This design comes from an exercise in tuning for a short achievable clock period and few clock cycles on the open sky130 flow, not from production work.
The RTL was checked by simulation tests, not by an equivalence proof against the original design.
Power and IR drop assume default switching activity.

Setup of before:
==> module word_sel, before the edit <==
module word_sel (
    input  logic               lookup_i,
    input  logic [4:0]         addr_i,            
    input  logic [7:0][127:0]  line0_i,
    input  logic [7:0][127:0]  line1_i,
    input  logic [31:0]        fill_i,
    output logic [31:0]        word0_o,
    output logic [31:0]        word1_o
);
    logic [31:0] sel0, sel1;                      
    logic [31:0] fill_n;
    word_decode u_dec0 (
        .en_i   (lookup_i),
        .addr_i (addr_i),
        .sel_o  (sel0)
    );
    word_decode u_dec1 (
        .en_i   (lookup_i),
        .addr_i (addr_i),
        .sel_o  (sel1)
    );
    fill_gate u_fill (
        .lookup_i (lookup_i),
        .fill_i   (fill_i),
        .fill_n_o (fill_n)
    );
    for (genvar b = 0; b < 32; b++)
    begin : g_bit
        logic [31:0] d0, d1;
        for (genvar i = 0; i < 32; i++)
        begin : g_word
            assign d0[i] = line0_i[i/4][(i%4)*32 + b];
            assign d1[i] = line1_i[i/4][(i%4)*32 + b];
        end
        or32_sel u_or0 (.sel_i (sel0), .d_i (d0), .x_n_i (fill_n[b]), .y_o (word0_o[b]));
        or32_sel u_or1 (.sel_i (sel1), .d_i (d1), .x_n_i (fill_n[b]), .y_o (word1_o[b]));
    end
endmodule
export LEC_CHECK = 0
export CAP_MARGIN = 20
export CORE_MARGIN = 2
export CORE_UTILIZATION = 60
export CTS_CLUSTER_DIAMETER = 80
export CTS_CLUSTER_SIZE = 20
export PLACE_DENSITY = 0.7
export SLEW_MARGIN = 20
export SYNTH_HIERARCHICAL = 1
create_clock -name core_clock -period 12.0 [get_ports {clk_i}]
standard.sh (not shown) runs the stock make flow with config.mk's settings and CLKGATE_MAP_FILE= SYNTH_SCRIPT=/design/flow/synth_recipe.tcl, a recipe that flattens the netlist after the stock synthesis.
==> flow/flow/run.sh <==
#!/bin/bash
set -euo pipefail
MARGIN=$(cat flow/setup_margin.txt)
R=orfs/results/sky130hd/dcache/base
bash standard.sh SETUP_SLACK_MARGIN="$MARGIN" place > standard_place.log 2>&1
ODB_IN=$R/3_place.odb ODB_OUT=$R/3_place.odb openroad -no_init -exit flow/move_outbufs.tcl > move_outbufs.log 2>&1
bash standard.sh SETUP_SLACK_MARGIN="$MARGIN" finish > standard_finish.log 2>&1
==> flow/flow/move_outbufs.tcl <==
# Move each output port's buffer next to the flip-flop that drives it, so the
# flip-flop drives a short wire and the buffer drives the long one to the pin.
read_db $::env(ODB_IN)
set block [ord::get_db_block]
set moved 0
foreach bterm [$block getBTerms] {
  if {[$bterm getIoType] != "OUTPUT"} { continue }
  set net [$bterm getNet]
  if {$net == "NULL"} { continue }
  set buf ""
  foreach it [$net getITerms] { if {[$it isOutputSignal]} { set buf [$it getInst] } }
  if {$buf == ""} { continue }
  if {![string match "*buf*" [[$buf getMaster] getName]]} { continue }
  set innet ""
  foreach it [$buf getITerms] { if {[$it isInputSignal]} { set innet [$it getNet] } }
  if {$innet == "" || $innet == "NULL"} { continue }
  set drv ""
  set nload 0
  foreach it [$innet getITerms] {
    if {[$it isOutputSignal]} { set drv [$it getInst] } else { incr nload }
  }
  if {$drv == "" || $nload != 1} { continue }
  if {![string match "*__df*" [[$drv getMaster] getName]]} { continue }
  set loc [$drv getLocation]
  $buf setLocation [lindex $loc 0] [lindex $loc 1]
  incr moved
}
puts "moved $moved output buffers"
detailed_placement
check_placement -verbose
write_db $::env(ODB_OUT)
==> flow/flow/setup_margin.txt <==
8.5
Testbench counts of before, summed over its fixed seeds: cycles 140,813.
Modified inputs, after compared to before
-- flow/design.v --
<<< before, line 166
    output logic [31:0]        word1_o
);
    logic [31:0] sel0, sel1;                      
    logic [31:0] fill_n;
    word_decode u_dec0 (
        .en_i   (lookup_i),
        .addr_i (addr_i),
        .sel_o  (sel0)
    );
    word_decode u_dec1 (
        .en_i   (lookup_i),
        .addr_i (addr_i),
        .sel_o  (sel1)
    );
    fill_gate u_fill (
        .lookup_i (lookup_i),
>>> after, line 166
    output logic [31:0]        word1_o
);
    logic [1:0][31:0] sel0, sel1;                 
    for (genvar h = 0; h < 2; h++)
    begin : g_dec
        word_decode u_dec0 (
            .en_i   (lookup_i),
            .addr_i (addr_i),
            .sel_o  (sel0[h])
        );
        word_decode u_dec1 (
            .en_i   (lookup_i),
            .addr_i (addr_i),
            .sel_o  (sel1[h])
        );
    end
    logic [31:0] fill_n;
    fill_gate u_fill (
        .lookup_i (lookup_i),
<<< before, line 191
            assign d1[i] = line1_i[i/4][(i%4)*32 + b];
        end
        or32_sel u_or0 (.sel_i (sel0), .d_i (d0), .x_n_i (fill_n[b]), .y_o (word0_o[b]));
        or32_sel u_or1 (.sel_i (sel1), .d_i (d1), .x_n_i (fill_n[b]), .y_o (word1_o[b]));
    end
endmodule
>>> after, line 194
            assign d1[i] = line1_i[i/4][(i%4)*32 + b];
        end
        or32_sel u_or0 (.sel_i (sel0[b/16]), .d_i (d0), .x_n_i (fill_n[b]), .y_o (word0_o[b]));
        or32_sel u_or1 (.sel_i (sel1[b/16]), .d_i (d1), .x_n_i (fill_n[b]), .y_o (word1_o[b]));
    end
endmodule
Results
- after ends up with higher overall power after layout than before does.
- Looking only at layout multi-input combinational cell count, and setting everything else aside, the lower value of after and before goes to before.
- after -> before: starting density of the core flat
- Sort after and before by number of global-route vias before repair desc -> top: after
- The global routing met1 resource utilization reported for after is greater than that of before by 0.39 points.
- In the final reports, the cell area of after is larger than that of before.
- Delta (after minus before): number of logic stages on the critical path including buffering shrank by 2, final cycle utilization of the critical path grew by 3.7 points, clock latency on the worst-skew pair went down 40 ps, fraction of the mapped netlist area in simple logic gates grew by 0.27 points, count of inserted antenna diode cells shrank by 12.
- Re non-clock buffer share of cell area: after is 2.0 points up on before.
- after finished end to end and its layout was clean on timing, DRC and antenna.
- Summary of after over before: non-clock buffer count in the final layout grew by 350, detailed-route wire length held steady.
Testbench counts of after, summed over its fixed seeds: cycles 140,813.


## v6
RTL: one of the versions met above, not the one the previous note started from.
Size: roughly 9900 cells after synthesis, about 3000 flip-flops.
==> module word_sel, before the edit <==
module word_sel (
    input  logic               lookup_i,
    input  logic [4:0]         addr_i,            
    input  logic [7:0][127:0]  line0_i,
    input  logic [7:0][127:0]  line1_i,
    input  logic [31:0]        fill_i,
    output logic [31:0]        word0_o,
    output logic [31:0]        word1_o
);
    logic [1:0][31:0] sel0, sel1;                 
    for (genvar h = 0; h < 2; h++)
    begin : g_dec
        word_decode u_dec0 (
            .en_i   (lookup_i),
            .addr_i (addr_i),
            .sel_o  (sel0[h])
        );
        word_decode u_dec1 (
            .en_i   (lookup_i),
            .addr_i (addr_i),
            .sel_o  (sel1[h])
        );
    end
    logic [31:0] fill_n;
    fill_gate u_fill (
        .lookup_i (lookup_i),
        .fill_i   (fill_i),
        .fill_n_o (fill_n)
    );
    for (genvar b = 0; b < 32; b++)
    begin : g_bit
        logic [31:0] d0, d1;
        for (genvar i = 0; i < 32; i++)
        begin : g_word
            assign d0[i] = line0_i[i/4][(i%4)*32 + b];
            assign d1[i] = line1_i[i/4][(i%4)*32 + b];
        end
        or32_sel u_or0 (.sel_i (sel0[b/16]), .d_i (d0), .x_n_i (fill_n[b]), .y_o (word0_o[b]));
        or32_sel u_or1 (.sel_i (sel1[b/16]), .d_i (d1), .x_n_i (fill_n[b]), .y_o (word1_o[b]));
    end
endmodule
export LEC_CHECK = 0
export CAP_MARGIN = 20
export CORE_MARGIN = 2
export CORE_UTILIZATION = 60
export CTS_CLUSTER_DIAMETER = 80
export CTS_CLUSTER_SIZE = 20
export PLACE_DENSITY = 0.7
export SLEW_MARGIN = 20
export SYNTH_HIERARCHICAL = 1
create_clock -name core_clock -period 12.0 [get_ports {clk_i}]
==> flow/flow/run.sh <==
#!/bin/bash
set -euo pipefail
MARGIN=$(cat flow/setup_margin.txt)
bash standard.sh SETUP_SLACK_MARGIN="$MARGIN" finish > standard_make.log 2>&1
Scripts as last shown in full above: flow/flow/setup_margin.txt
Testbench counts of v6, summed over its fixed seeds: cycles 140,813.
Edits applied to the flow inputs when going from v6 to v7:
--- a/flow/design.v
+++ b/flow/design.v
@@ -166,19 +166,16 @@
     output logic [31:0]        word1_o
 );
-    logic [1:0][31:0] sel0, sel1;                 
-    for (genvar h = 0; h < 2; h++)
-    begin : g_dec
-        word_decode u_dec0 (
-            .en_i   (lookup_i),
-            .addr_i (addr_i),
-            .sel_o  (sel0[h])
-        );
-        word_decode u_dec1 (
-            .en_i   (lookup_i),
-            .addr_i (addr_i),
-            .sel_o  (sel1[h])
-        );
-    end
+    logic [31:0] sel0, sel1;                      
     logic [31:0] fill_n;
+    word_decode u_dec0 (
+        .en_i   (lookup_i),
+        .addr_i (addr_i),
+        .sel_o  (sel0)
+    );
+    word_decode u_dec1 (
+        .en_i   (lookup_i),
+        .addr_i (addr_i),
+        .sel_o  (sel1)
+    );
     fill_gate u_fill (
         .lookup_i (lookup_i),
@@ -194,6 +191,6 @@
             assign d1[i] = line1_i[i/4][(i%4)*32 + b];
         end
-        or32_sel u_or0 (.sel_i (sel0[b/16]), .d_i (d0), .x_n_i (fill_n[b]), .y_o (word0_o[b]));
-        or32_sel u_or1 (.sel_i (sel1[b/16]), .d_i (d1), .x_n_i (fill_n[b]), .y_o (word1_o[b]));
+        or32_sel u_or0 (.sel_i (sel0), .d_i (d0), .x_n_i (fill_n[b]), .y_o (word0_o[b]));
+        or32_sel u_or1 (.sel_i (sel1), .d_i (d1), .x_n_i (fill_n[b]), .y_o (word1_o[b]));
     end
 endmodule
Findings:
Between v6 and v7, the difference in proportion of synthesized area in mux cells is negligible.
Final area of v7 falls short of that of v6 by a few percent.
[diff] worst hold slack, v7 relative to v6: regression
In v7, detail-routed net length per standard cell is higher than in v6.
Global-route wire length before repair, v6 and v7: lower on v7
Run comparison: v6 kind of critical path in -> reg; v7 kind of critical path reg -> out
v7 vs v6: slack of the critical path up
Re clock-buffer cell count: no difference whatsoever between v7 and v6.
Against v6, wire length in v7 came out better.
Maximum frequency ended up 8.8% higher on v7 than on v6.
Testbench counts of v7, summed over its fixed seeds: cycles 140,813.


dcache again, from the RTL that the note above started with.
==> flow/design.v (excerpt) <==
module dcache (
    input  logic         clk_i,
    input  logic         rst_i,
    input  logic         p_strobe_i,
    input  logic         p_rw_i,
    input  logic [3:0]   p_byte_en_i,
    input  logic [31:0]  p_addr_i,
    input  logic [31:0]  p_wdata_i,
    output logic         p_ready_o,
    output logic [31:0]  p_rdata_o,
    output logic         m_strobe_o,
    output logic         m_rw_o,
    output logic [31:0]  m_addr_o,
    output logic [127:0] m_data_o,
    input  logic         m_ready_i,
    input  logic [127:0] m_data_i
);
    logic [7:0][127:0] line0_q, line1_q;
    logic [7:0][24:0]  tag0_q, tag1_q;
    logic [7:0]        val0_q, val1_q;
    logic [7:0]        dty0_q, dty1_q;            
    logic [127:0] fill_q;
    always_ff @(posedge clk_i)
        fill_q <= m_data_i;
    logic idle_q;                                 
    logic ready_q;
    logic mstb_q;
    logic mrw_q;
    logic        req_rw_q;
    logic [3:0]  req_be_q;
    logic [31:2] req_addr_q;
    logic [31:0] req_wdata_q;
    logic        first_q;                         
    logic        uslot_q;                         
    logic [7:0]   usel_q;                         
    logic [15:0]  umask_q;                        
    logic [127:0] wb_line_q;
    logic [24:0]  wb_tag_q;
    logic [2:0]   lk_idx;
    logic [1:0]   lk_off;
    logic [24:0]  lk_tag;
    logic         hit0, hit1, hit;
    logic         vdirty;
    logic [31:0]  word0, word1;
    assign lk_idx = p_addr_i[6:4];
    assign lk_off = p_addr_i[3:2];
    assign lk_tag = p_addr_i[31:7];
    logic [1:0]  hit0_h, hit1_h;                 
    logic [31:0] rd_word;
    tag_match u_match (
        .tag_i  (lk_tag),
        .idx_i  (lk_idx),
        .tag0_i (tag0_q),
        .tag1_i (tag1_q),
        .val0_i (val0_q),
        .val1_i (val1_q),
  ...
==> flow/config.mk <==
export PLATFORM = sky130hd
export DESIGN_NAME = dcache
export DESIGN_NICKNAME = dcache
export VERILOG_FILES = /design/flow/design.v
export SDC_FILE = /design/flow/constraint.sdc
export NUM_CORES = 4
export LEC_CHECK = 0
export CAP_MARGIN = 20
export CORE_MARGIN = 2
export CORE_UTILIZATION = 50
export CTS_CLUSTER_DIAMETER = 80
export CTS_CLUSTER_SIZE = 20
export PLACE_DENSITY = 0.6
export SLEW_MARGIN = 20
export SYNTH_HIERARCHICAL = 1
==> flow/constraint.sdc <==
create_clock -name core_clock -period 12.0 [get_ports {clk_i}]
set_input_delay 2.4000 -clock core_clock [delete_from_list [all_inputs] [get_ports {clk_i}]]
set_output_delay 2.4000 -clock core_clock [all_outputs]
set_load 0.01 [all_outputs]
==> flow/flow/run.sh <==
#!/bin/bash
set -euo pipefail
MARGIN=$(cat flow/setup_margin.txt)
R=orfs/results/sky130hd/dcache/base
bash standard.sh SETUP_SLACK_MARGIN="$MARGIN" place > standard_place.log 2>&1
ODB_IN=$R/3_place.odb ODB_OUT=$R/3_place.odb openroad -no_init -exit flow/move_outbufs.tcl > move_outbufs.log 2>&1
bash standard.sh SETUP_SLACK_MARGIN="$MARGIN" finish > standard_finish.log 2>&1
Scripts as last shown in full above: flow/flow/move_outbufs.tcl, flow/flow/setup_margin.txt
Testbench counts at the start, summed over its fixed seeds: cycles 140,813.
Rerun with:
--- a/flow/design.v
+++ b/flow/design.v
@@ -165,21 +165,18 @@
     output logic [31:0]        word0_o,
     output logic [31:0]        word1_o
 );
-    logic [1:0][31:0] sel0, sel1;                 
-    for (genvar h = 0; h < 2; h++)
-    begin : g_dec
-        word_decode u_dec0 (
-            .en_i   (lookup_i),
-            .addr_i (addr_i),
-            .sel_o  (sel0[h])
-        );
-        word_decode u_dec1 (
-            .en_i   (lookup_i),
-            .addr_i (addr_i),
-            .sel_o  (sel1[h])
-        );
-    end
+    logic [31:0] sel0, sel1;                      
     logic [31:0] fill_n;
+    word_decode u_dec0 (
+        .en_i   (lookup_i),
+        .addr_i (addr_i),
+        .sel_o  (sel0)
+    );
+    word_decode u_dec1 (
+        .en_i   (lookup_i),
+        .addr_i (addr_i),
+        .sel_o  (sel1)
+    );
     fill_gate u_fill (
         .lookup_i (lookup_i),
         .fill_i   (fill_i),
@@ -193,8 +190,8 @@
             assign d0[i] = line0_i[i/4][(i%4)*32 + b];
             assign d1[i] = line1_i[i/4][(i%4)*32 + b];
         end
-        or32_sel u_or0 (.sel_i (sel0[b/16]), .d_i (d0), .x_n_i (fill_n[b]), .y_o (word0_o[b]));
-        or32_sel u_or1 (.sel_i (sel1[b/16]), .d_i (d1), .x_n_i (fill_n[b]), .y_o (word1_o[b]));
+        or32_sel u_or0 (.sel_i (sel0), .d_i (d0), .x_n_i (fill_n[b]), .y_o (word0_o[b]));
+        or32_sel u_or1 (.sel_i (sel1), .d_i (d1), .x_n_i (fill_n[b]), .y_o (word1_o[b]));
     end
 endmodule
 module fill_gate (
Effect: Flip-flop and latch count stays the same. Non-clock buffer count falls by 332. Combinational power falls by about 8%. Clock-buffer cell count falls by 10. Maximum frequency rises by about 2.2%. Power falls by 1.2%. Final area falls by about 3%.
Testbench counts after the change, summed over its fixed seeds: cycles 140,813.

[re-timing with driven ports]
In the flow no input, the clock included, has a driving cell. The finished layouts below were timed again as built, in two steps. Step 1: set_driving_cell puts a clkbuf_16 on clk_i and a buf_2 on each other input, an assumption about the parent block. Step 2 adds t to the input delays and takes it off the output delays; t is the mean of the earliest and latest rising clock arrival at the registers after step 1. Input paths then give back, and output paths get back, about the clock's delay inside the block. Three values: ideal ports, drivers, drivers and shift; two values: the first two.
run | shift t [ns] | slack for setup (ns) | clock arrival spread, ns
before | 1.017 | 8.054 / 7.761 / 6.744 | 0.066 / 0.066
after | 0.991 | 7.615 / 7.425 / 6.434 | 0.040 / 0.040
v6 | 1.008 | 7.742 / 7.489 / 6.481 | 0.042 / 0.042
v7 | 0.983 | 8.086 / 7.821 / 6.838 | 0.067 / 0.067
the first run of note 3 | 1.014 | 8.072 / 7.818 / 6.804 | 0.065 / 0.065
the second run of note 3 | 1.014 | 8.154 / 7.932 / 6.918 | 0.096 / 0.096
After both steps setup and hold are still met in every run listed. For before, which loses most, drivers alone change the setup slack by -0.293 ns; drivers and shift together by -1.310 ns.
